From an optimization exercise on the open Yosys and OpenROAD flow, aimed at small area and a short achievable clock period; shortcuts taken in it are not production practice.
In this exercise RTL edits were held to simulation tests only and were not proved equivalent to the original.
Power is estimated from default activity; no workload was simulated.

Setup of run 1:
==> flow/design.v (excerpt) <==
module core_top (
	input wire clk,
	input wire res,
	input wire inst_valid,
	input wire [core_pkg::xlen-1:0] inst_code,
	output logic wb_valid,
	output logic [core_pkg::reg_idx_w-1:0] wb_reg,
	output logic [core_pkg::xlen-1:0] wb_data,
	output logic wb_sat
);
export LEC_CHECK = 0
export CAP_MARGIN = 20
export CORE_MARGIN = 2
export CORE_UTILIZATION = 55
export CTS_BUF_LIST = sky130_fd_sc_hd__clkbuf_16
export CTS_CLUSTER_DIAMETER = 80
export CTS_CLUSTER_SIZE = 24
export PLACE_DENSITY = 0.7
export SETUP_SLACK_MARGIN = 5
export SLEW_MARGIN = 20
export SYNTH_HIERARCHICAL = 1
export SYNTH_MINIMUM_KEEP_SIZE = 0
create_clock -name core_clock -period 11.0 [get_ports {clk}]
standard.sh (not shown) runs the stock make flow with config.mk's settings and CLKGATE_MAP_FILE= SYNTH_SCRIPT=/design/flow/synth_recipe.tcl, a recipe that flattens the netlist after the stock synthesis.
==> flow/flow/run.sh <==
#!/bin/bash
# Own flow: the standard layout (standard.sh, standard synthesis included)
# with a larger setup margin for the timing repair steps, so that repair works
# the design below the clock period it is built at. Nothing else changes.
set -euo pipefail
grep -q 'SETUP_SLACK_MARGIN=5' standard.sh
sed 's/SETUP_SLACK_MARGIN=5/SETUP_SLACK_MARGIN=6/' standard.sh > standard_margin.sh
grep -q 'SETUP_SLACK_MARGIN=6' standard_margin.sh
bash standard_margin.sh finish > make_finish.log 2>&1
Run 1 finished all stages; the layout is clean.
Setup changes, run 1 to run 2
--- a/flow/design.v
+++ b/flow/design.v
@@ -107,16 +107,18 @@
 `default_nettype wire
 `timescale 1ns/1ps
 `default_nettype none
 module reg_file (
 	input wire clk,
 	input wire res,
 	input wire [core_pkg::reg_idx_w-1:0] rs1,
 	input wire [core_pkg::reg_idx_w-1:0] rs2,
+	input wire use_imm,
+	input wire [core_pkg::xlen-1:0] imm,
 	input wire wr_en,
 	input wire [core_pkg::reg_idx_w-1:0] wr_reg,
 	input wire [core_pkg::xlen-1:0] wr_data,
 	output logic [core_pkg::xlen-1:0] rd1_data,
 	output logic [core_pkg::xlen-1:0] rd2_data
 );
 	logic [core_pkg::reg_count-1:1][core_pkg::xlen-1:0] regs;
 	logic [core_pkg::reg_count-1:1] written;
@@ -162,20 +164,20 @@
 			.regs(regs_h[h]),
 			.valid(valid),
 			.fresh(fresh),
 			.wr_en(wr_en),
 			.wr_reg(wr_reg),
 			.wr_data(wr_data[16*h +: 16]),
 			.rd_data(rd1_data[16*h +: 16])
 		);
-		read_port #(.has_alt(1'b0), .lo(16*h)) read_port_2 (
+		read_port #(.has_alt(1'b1), .lo(16*h)) read_port_2 (
 			.rs(rs2),
-			.use_alt(1'b0),
-			.alt('0),
+			.use_alt(use_imm),
+			.alt(imm[16*h +: 16]),
 			.regs(regs_h[h]),
 			.valid(valid),
 			.fresh(fresh),
 			.wr_en(wr_en),
 			.wr_reg(wr_reg),
 			.wr_data(wr_data[16*h +: 16]),
 			.rd_data(rd2_data[16*h +: 16])
 		);
@@ -457,17 +459,17 @@
 	mux2_cell u_sat_dn (.s(sum[31]), .a0(dn_if_pos), .a1(dn_if_neg), .y(sat_dn));
 	mux2_cell u_keep (.s(sum[31]), .a0(keep_if_pos), .a1(keep_if_neg), .y(keep));
 	for (genvar i = 1; i < 31; i++)
 	begin : g_other
 		a21o_cell u_other (.a1(raw[i]), .a2(keep), .b1(sat_up), .y(other[i]));
 	end
 	assign other[0] = raw[0] || !keep;
 	assign other[31] = (raw[31] && keep) || sat_dn;
-	assign dot_en = is_dot && !(both_neg && dot_nz);  
+	assign dot_en = is_dot && !dn_other;  
 	assign sat = sat_up || sat_dn;
 endmodule
 module dotp_unit (
 	input wire [31:0] an,
 	input wire [31:0] bn,
 	output logic [17:0] y
 );
 	logic p1, p2, p3, p4, p5, p6, p7, p8, p9, p10, p11, p12, p13, p14, p15, p16;
@@ -2482,25 +2484,16 @@
 	input wire a2,
 	input wire b1,
 	input wire b2,
 	input wire c1,
 	output logic y
 );
 	assign y = (a1 && a2) || (b1 && b2) || c1;
 endmodule
-module a22o_cell (
-	input wire a1,
-	input wire a2,
-	input wire b1,
-	input wire b2,
-	output logic y
-);
-	assign y = (a1 && a2) || (b1 && b2);
-endmodule
 module a21o_cell (
 	input wire a1,
 	input wire a2,
 	input wire b1,
 	output logic y
 );
 	assign y = (a1 && a2) || b1;
 endmodule
@@ -2546,17 +2539,16 @@
 	logic [core_pkg::xlen-1:0] next_a;
 	logic [core_pkg::xlen-1:0] next_b;
 	logic [core_pkg::xlen-1:0] base_a;
 	logic [core_pkg::xlen-1:0] base_b;
 	logic dot_a;
 	logic dot_b;
 	logic fwd_a_res;
 	logic fwd_b_res;
-	logic keep_b;
 	assign fwd_a = ex_valid && ex_rd == rs1;
 	assign fwd_b = ex_valid && ex_rd == rs2;
 	always_ff @(posedge clk or negedge res)
 	begin
 		if (!res)
 			ex_valid <= 1'b0;
 		else
 			ex_valid <= dec_valid;
@@ -2587,21 +2579,17 @@
 		.other(other),
 		.sat(alu_sat)
 	);
 	assign fwd_a_res = fwd_a;
 	assign fwd_b_res = fwd_b && !use_imm;
 	assign dot_a = dot_en && fwd_a_res;
 	assign dot_b = dot_en && fwd_b_res;
 	assign base_a = fwd_a_res ? '0 : rd1_data;
-	assign keep_b = !use_imm && !fwd_b;
-	for (genvar i = 0; i < core_pkg::xlen; i++)
-	begin : g_base_b
-		a22o_cell u_base_b (.a1(imm[i]), .a2(use_imm), .b1(rd2_data[i]), .b2(keep_b), .y(base_b[i]));
-	end
+	assign base_b = fwd_b_res ? '0 : rd2_data;
 	for (genvar i = 0; i < core_pkg::xlen; i++)
 	begin : g_res
 		if (i < 18)
 		begin : g_dot
 			a21o_cell u_res (.a1(dot[i]), .a2(dot_en), .b1(other[i]), .y(alu_result[i]));
 			a221o_cell u_next_a (.a1(dot[i]), .a2(dot_a), .b1(other[i]), .b2(fwd_a_res), .c1(base_a[i]), .y(next_a[i]));
 			a221o_cell u_next_b (.a1(dot[i]), .a2(dot_b), .b1(other[i]), .b2(fwd_b_res), .c1(base_b[i]), .y(next_b[i]));
 			a221oi_cell u_next_an (.a1(dot[i]), .a2(dot_a), .b1(other[i]), .b2(fwd_a_res), .c1(base_a[i]), .y(next_an[i]));
@@ -2668,16 +2656,18 @@
 		.rs2(rs2),
 		.rd(rd)
 	);
 	reg_file reg_file_inst (
 		.clk(clk),
 		.res(res),
 		.rs1(rs1),
 		.rs2(rs2),
+		.use_imm(use_imm),
+		.imm(imm),
 		.wr_en(wb_valid),
 		.wr_reg(wb_reg),
 		.wr_data(wb_data),
 		.rd1_data(rd1_data),
 		.rd2_data(rd2_data)
 	);
 	exec_stage exec_stage_inst (
 		.clk(clk),
Findings:
On power per cell area: run 2 sits above run 1.
Compared with run 1, run 2 shows average routed wire per standard cell that has gone down slightly.
When run 2 is set beside run 1, its cell internal power dissipation turns out to be 0.60% larger.
Max area growth from synthesis to layout across run 1 and run 2: run 2
Run 2 ends up with a worst reg-to-reg setup slack that is 200 ps higher than in run 1.
Lower global-route usage among run 1 and run 2: run 2
Reported for run 1 and run 2, area of the placeable core turned out identical to the last digit.
Run 2 vs. run 1: hold slack went up; via count went down.

lagoon:
core_top, a different RTL version from the one above (not shown whole).
Size in the first run: about 5300 cells after synthesis, ~63000 sq um of cells after synthesis.
==> module alu, before the edit <==
module alu (
	input wire [core_pkg::xlen-1:0] a,
	input wire [core_pkg::xlen-1:0] b,
	input wire core_pkg::alu_op_t op,
	input wire use_sub,
	input wire left,
	input wire [4:0] sh_n,
	output logic [17:0] dot,
	output logic dot_en,
	output logic [core_pkg::xlen-1:0] other,
	output logic sat
);
	logic [4:0] sh;
	logic [4:0] rot_amt;
	logic [5:0][31:0] rot_n;
	logic [31:0] rot;
	logic [31:0] therm;
	logic [31:0] therm_r;
	logic shift_msb, shift_nz;
	logic [31:0] mask;
	logic fill;
	logic [31:0] shifted;
	logic [31:0] sum;
	logic [31:0] p;
	logic [3:0] a_bnz, b_bnz;
	logic a_nz, b_nz, a_pos, b_pos, both_pos, both_neg;
	logic eq;
	logic lt;
	logic bit0;
	logic dot_nz;
	logic is_add, is_sub, is_slt, is_sle, is_xor, is_lor, is_land;
	logic is_sll, is_srl, is_sra, is_rot, is_li, is_dot;
	logic [core_pkg::xlen-1:0] raw;
	logic raw_nz;
	logic sat_up;
	logic sat_dn;
	logic is_arith, msb_other, up_arith, dn_arith, up_other, dn_other, keep;
	logic keep_if_neg, keep_if_pos;
	assign is_add = op == core_pkg::alu_add;
	assign is_sub = op == core_pkg::alu_sub;
	assign is_slt = op == core_pkg::alu_slt;
	assign is_sle = op == core_pkg::alu_sle;
	assign is_xor = op == core_pkg::alu_xor;
	assign is_lor = op == core_pkg::alu_lor;
	assign is_land = op == core_pkg::alu_land;
	assign is_sll = op == core_pkg::alu_sll;
	assign is_srl = op == core_pkg::alu_srl;
	assign is_sra = op == core_pkg::alu_sra;
	assign is_rot = op == core_pkg::alu_rotcw || op == core_pkg::alu_rotacw;
	assign is_li = op == core_pkg::alu_li;
	assign is_dot = op == core_pkg::alu_dotp;
	assign sh = ~sh_n;
	assign rot_amt = left ? sh_n + 5'd1 : sh;  
	assign rot_n[0] = a;
	for (genvar k = 0; k < 5; k++)
	begin : g_rot
		for (genvar i = 0; i < 32; i++)
		begin : g_bit
			mux2i_cell u_mux (
				.s(rot_amt[k]),
				.a0(rot_n[k][i]),
				.a1(rot_n[k][(i + (1 << k)) % 32]),
				.y(rot_n[k+1][i])
			);
		end
	end
	assign rot = ~rot_n[5];
	always_comb
		for (int k = 0; k < 32; k++)
			therm[k] = (5'(k) >= sh);
	always_comb
		for (int k = 0; k < 32; k++)
			therm_r[k] = therm[31-k];
	always_comb
		for (int k = 0; k < 32; k++)
			mask[k] = is_rot || (is_sll ? therm[k] : therm_r[k]);
	assign fill = is_sra && a[31];
	assign shifted = (rot & mask) | ({32{fill}} & ~mask);
	assign shift_msb = (is_sll || is_srl || is_sra || is_rot) && shifted[31];
	assign shift_nz = is_sll ? |(a & therm_r) : (is_srl ? a_nz : 1'b1);
	add32 add_inst (
		.a(a),
		.b(b),
		.sub(use_sub),
		.p(p),
		.y(sum)
	);
	assign eq = &p;
	assign lt = (a[31] != b[31]) ? a[31] : sum[31];
	always_comb
		for (int k = 0; k < 4; k++)
		begin
			a_bnz[k] = a[8*k +: 8] != '0;
			b_bnz[k] = b[8*k +: 8] != '0;
		end
	assign a_nz = |a_bnz;
	assign b_nz = |b_bnz;
	assign a_pos = !a[31] && a_nz;
	assign b_pos = !b[31] && b_nz;
	assign both_pos = a_pos && b_pos;
	assign both_neg = a[31] && b[31];
	assign dot_nz = |(a_bnz & b_bnz);
	dotp_unit dotp_inst (
		.a(a),
		.b(b),
		.y(dot)
	);
	always_comb
	begin
		bit0 = 1'b0;
		if (is_slt)
			bit0 = lt;
		if (is_sle)
			bit0 = lt || eq;
		if (is_lor)
			bit0 = a_nz || b_nz;
		if (is_land)
			bit0 = a_nz && b_nz;
	end
	assign raw = ({32{is_add || is_sub}} & sum)
		| ({32{is_xor}} & p)
		| ({32{is_sll || is_srl || is_sra || is_rot}} & shifted)
		| ({32{is_li}} & b)
		| {31'd0, bit0};
	always_comb
	begin
		raw_nz = 1'b0;
		if (is_add)
			raw_nz = !(a[30:0] == '0 && b[30:0] == '0);
		if (is_sub)
			raw_nz = !eq;
		if (is_xor)
			raw_nz = p != '0;
		if (is_slt || is_sle || is_lor || is_land)
			raw_nz = bit0;
		if (is_rot)
			raw_nz = a_nz;
		if (is_sll || is_srl || is_sra)
			raw_nz = shift_nz;
		if (is_li)
			raw_nz = b_nz;
		if (is_dot)
			raw_nz = dot_nz;
	end
	assign is_arith = is_add || is_sub;
	assign msb_other = (is_xor && p[31]) || (is_li && b[31]) || shift_msb;
	assign up_arith = both_pos && is_arith;
	assign dn_arith = both_neg && raw_nz && is_arith;
	assign up_other = both_pos && msb_other;
	assign dn_other = both_neg && raw_nz && !is_arith && !msb_other;
	assign keep_if_neg = !(up_arith || up_other || dn_other);
	assign keep_if_pos = !(dn_arith || up_other || dn_other);
	a21o_cell u_sat_up (.a1(sum[31]), .a2(up_arith), .b1(up_other), .y(sat_up));
	assign sat_dn = (dn_arith && !sum[31]) || dn_other;
	mux2_cell u_keep (.s(sum[31]), .a0(keep_if_pos), .a1(keep_if_neg), .y(keep));
	for (genvar i = 1; i < 31; i++)
	begin : g_other
		a21o_cell u_other (.a1(raw[i]), .a2(keep), .b1(sat_up), .y(other[i]));
	end
	assign other[0] = raw[0] || !keep;
	assign other[31] = (raw[31] && keep) || sat_dn;
	assign dot_en = is_dot && !dn_other;  
	assign sat = sat_up || sat_dn;
endmodule
clock: 11.0 ns
lec_check: 0
cap_margin: 20
core_margin: 2
core_utilization: 55
cts_buf_list: sky130_fd_sc_hd__clkbuf_16
cts_cluster_diameter: 80
cts_cluster_size: 24
place_density: 0.7
setup_slack_margin: 5
slew_margin: 20
synth_hierarchical: 1
synth_minimum_keep_size: 0
run.sh (not shown) runs the stock make flow with config.mk's settings and CLKGATE_MAP_FILE= SYNTH_SCRIPT=/design/flow/synth_recipe.tcl, a recipe that flattens the netlist after the stock synthesis.
Stock flow here: none of the scripts above is used.
### lagoon -> pepper
--- a/flow/design.v
+++ b/flow/design.v
@@ -297,12 +297,10 @@
 	logic [4:0] sh;
 	logic [4:0] rot_amt;
 	logic [5:0][31:0] rot_n;
 	logic [31:0] rot;
 	logic [31:0] therm;
-	logic [31:0] therm_r;
-	logic shift_msb, shift_nz;
 	logic [31:0] mask;
 	logic fill;
 	logic [31:0] shifted;
 	logic [31:0] sum;
 	logic [31:0] p;
@@ -352,18 +350,13 @@
 	always_comb
 		for (int k = 0; k < 32; k++)
 			therm[k] = (5'(k) >= sh);
 	always_comb
 		for (int k = 0; k < 32; k++)
-			therm_r[k] = therm[31-k];
-	always_comb
-		for (int k = 0; k < 32; k++)
-			mask[k] = is_rot || (is_sll ? therm[k] : therm_r[k]);
+			mask[k] = is_rot || (is_sll ? therm[k] : therm[31-k]);
 	assign fill = is_sra && a[31];
 	assign shifted = (rot & mask) | ({32{fill}} & ~mask);
-	assign shift_msb = (is_sll || is_srl || is_sra || is_rot) && shifted[31];
-	assign shift_nz = is_sll ? |(a & therm_r) : (is_srl ? a_nz : 1'b1);
 	add32 add_inst (
 		.a(a),
 		.b(b),
 		.sub(use_sub),
 		.p(p),
@@ -418,18 +411,19 @@
 		if (is_slt || is_sle || is_lor || is_land)
 			raw_nz = bit0;
 		if (is_rot)
 			raw_nz = a_nz;
 		if (is_sll || is_srl || is_sra)
-			raw_nz = shift_nz;
+			raw_nz = shifted != '0;
 		if (is_li)
 			raw_nz = b_nz;
 		if (is_dot)
 			raw_nz = dot_nz;
 	end
 	assign is_arith = is_add || is_sub;
-	assign msb_other = (is_xor && p[31]) || (is_li && b[31]) || shift_msb;
+	assign msb_other = (is_xor && p[31]) || (is_li && b[31])
+		|| ((is_sll || is_srl || is_sra || is_rot) && shifted[31]);
 	assign up_arith = both_pos && is_arith;
 	assign dn_arith = both_neg && raw_nz && is_arith;
 	assign up_other = both_pos && msb_other;
 	assign dn_other = both_neg && raw_nz && !is_arith && !msb_other;
 	assign keep_if_neg = !(up_arith || up_other || dn_other);
@@ -441,11 +435,11 @@
 	begin : g_other
 		a21o_cell u_other (.a1(raw[i]), .a2(keep), .b1(sat_up), .y(other[i]));
 	end
 	assign other[0] = raw[0] || !keep;
 	assign other[31] = (raw[31] && keep) || sat_dn;
-	assign dot_en = is_dot && !dn_other;  
+	assign dot_en = is_dot && !sat_dn;
 	assign sat = sat_up || sat_dn;
 endmodule
 module dotp_unit (
 	input wire [31:0] a,
 	input wire [31:0] b,
## What came out
In pepper relative to lagoon, die area had gone down slightly. There was hardly any difference in relative contribution of the clock network to total power between lagoon and pepper. | area of all sequential standard cells | lagoon vs pepper | ≈ equal |. Between pepper and lagoon, the final total power does not differ in any meaningful way. pepper vs. lagoon: synthesized cell area fell by about 0.4%, footprint of the multi-input gates stayed essentially flat, post-synthesis instance total fell by 0.92%, clock skew rose by 0.0033 ns. Clock distribution area overhead in the final layout delta (pepper -> lagoon): insignificant.

-- separate check: timing with driven ports --
Ports are ideal in the flow. The routed layouts listed here were re-timed in OpenROAD. Step 1 (the two cells are an assumption about what drives the block):
set clk [get_ports {clk}]
set_driving_cell -lib_cell sky130_fd_sc_hd__clkbuf_16 $clk
set_driving_cell -lib_cell sky130_fd_sc_hd__buf_2 [delete_from_list [all_inputs] $clk]
Step 2, shift: input delay + t, output delay - t, t = (earliest + latest rising clock arrival at the registers) / 2. This alone moves slack from input paths to output paths. Slacks: no drivers / after step 1 / after step 2; pairs: no drivers / after step 1.
run	t (ns)	slack for setup (ns)	worst setup path at the end	clock arrival spread, ns	cell pins on the clock port's net
run 1	0.776	5.482 / 5.532 / 4.756	input to register	0.088 / 0.088	1
run 2	0.789	5.788 / 5.788 / 5.065	input to register	0.069 / 0.069	1
lagoon	0.754	5.146 / 5.196 / 4.442	input to register	0.041 / 0.042	1
pepper	0.749	5.273 / 5.307 / 4.576	input to register	0.033 / 0.034	1
After both steps setup and hold are still met in every run listed. The setup slack of run 1, which loses most, moves by +0.050 ns with the drivers and by -0.726 ns with both steps.
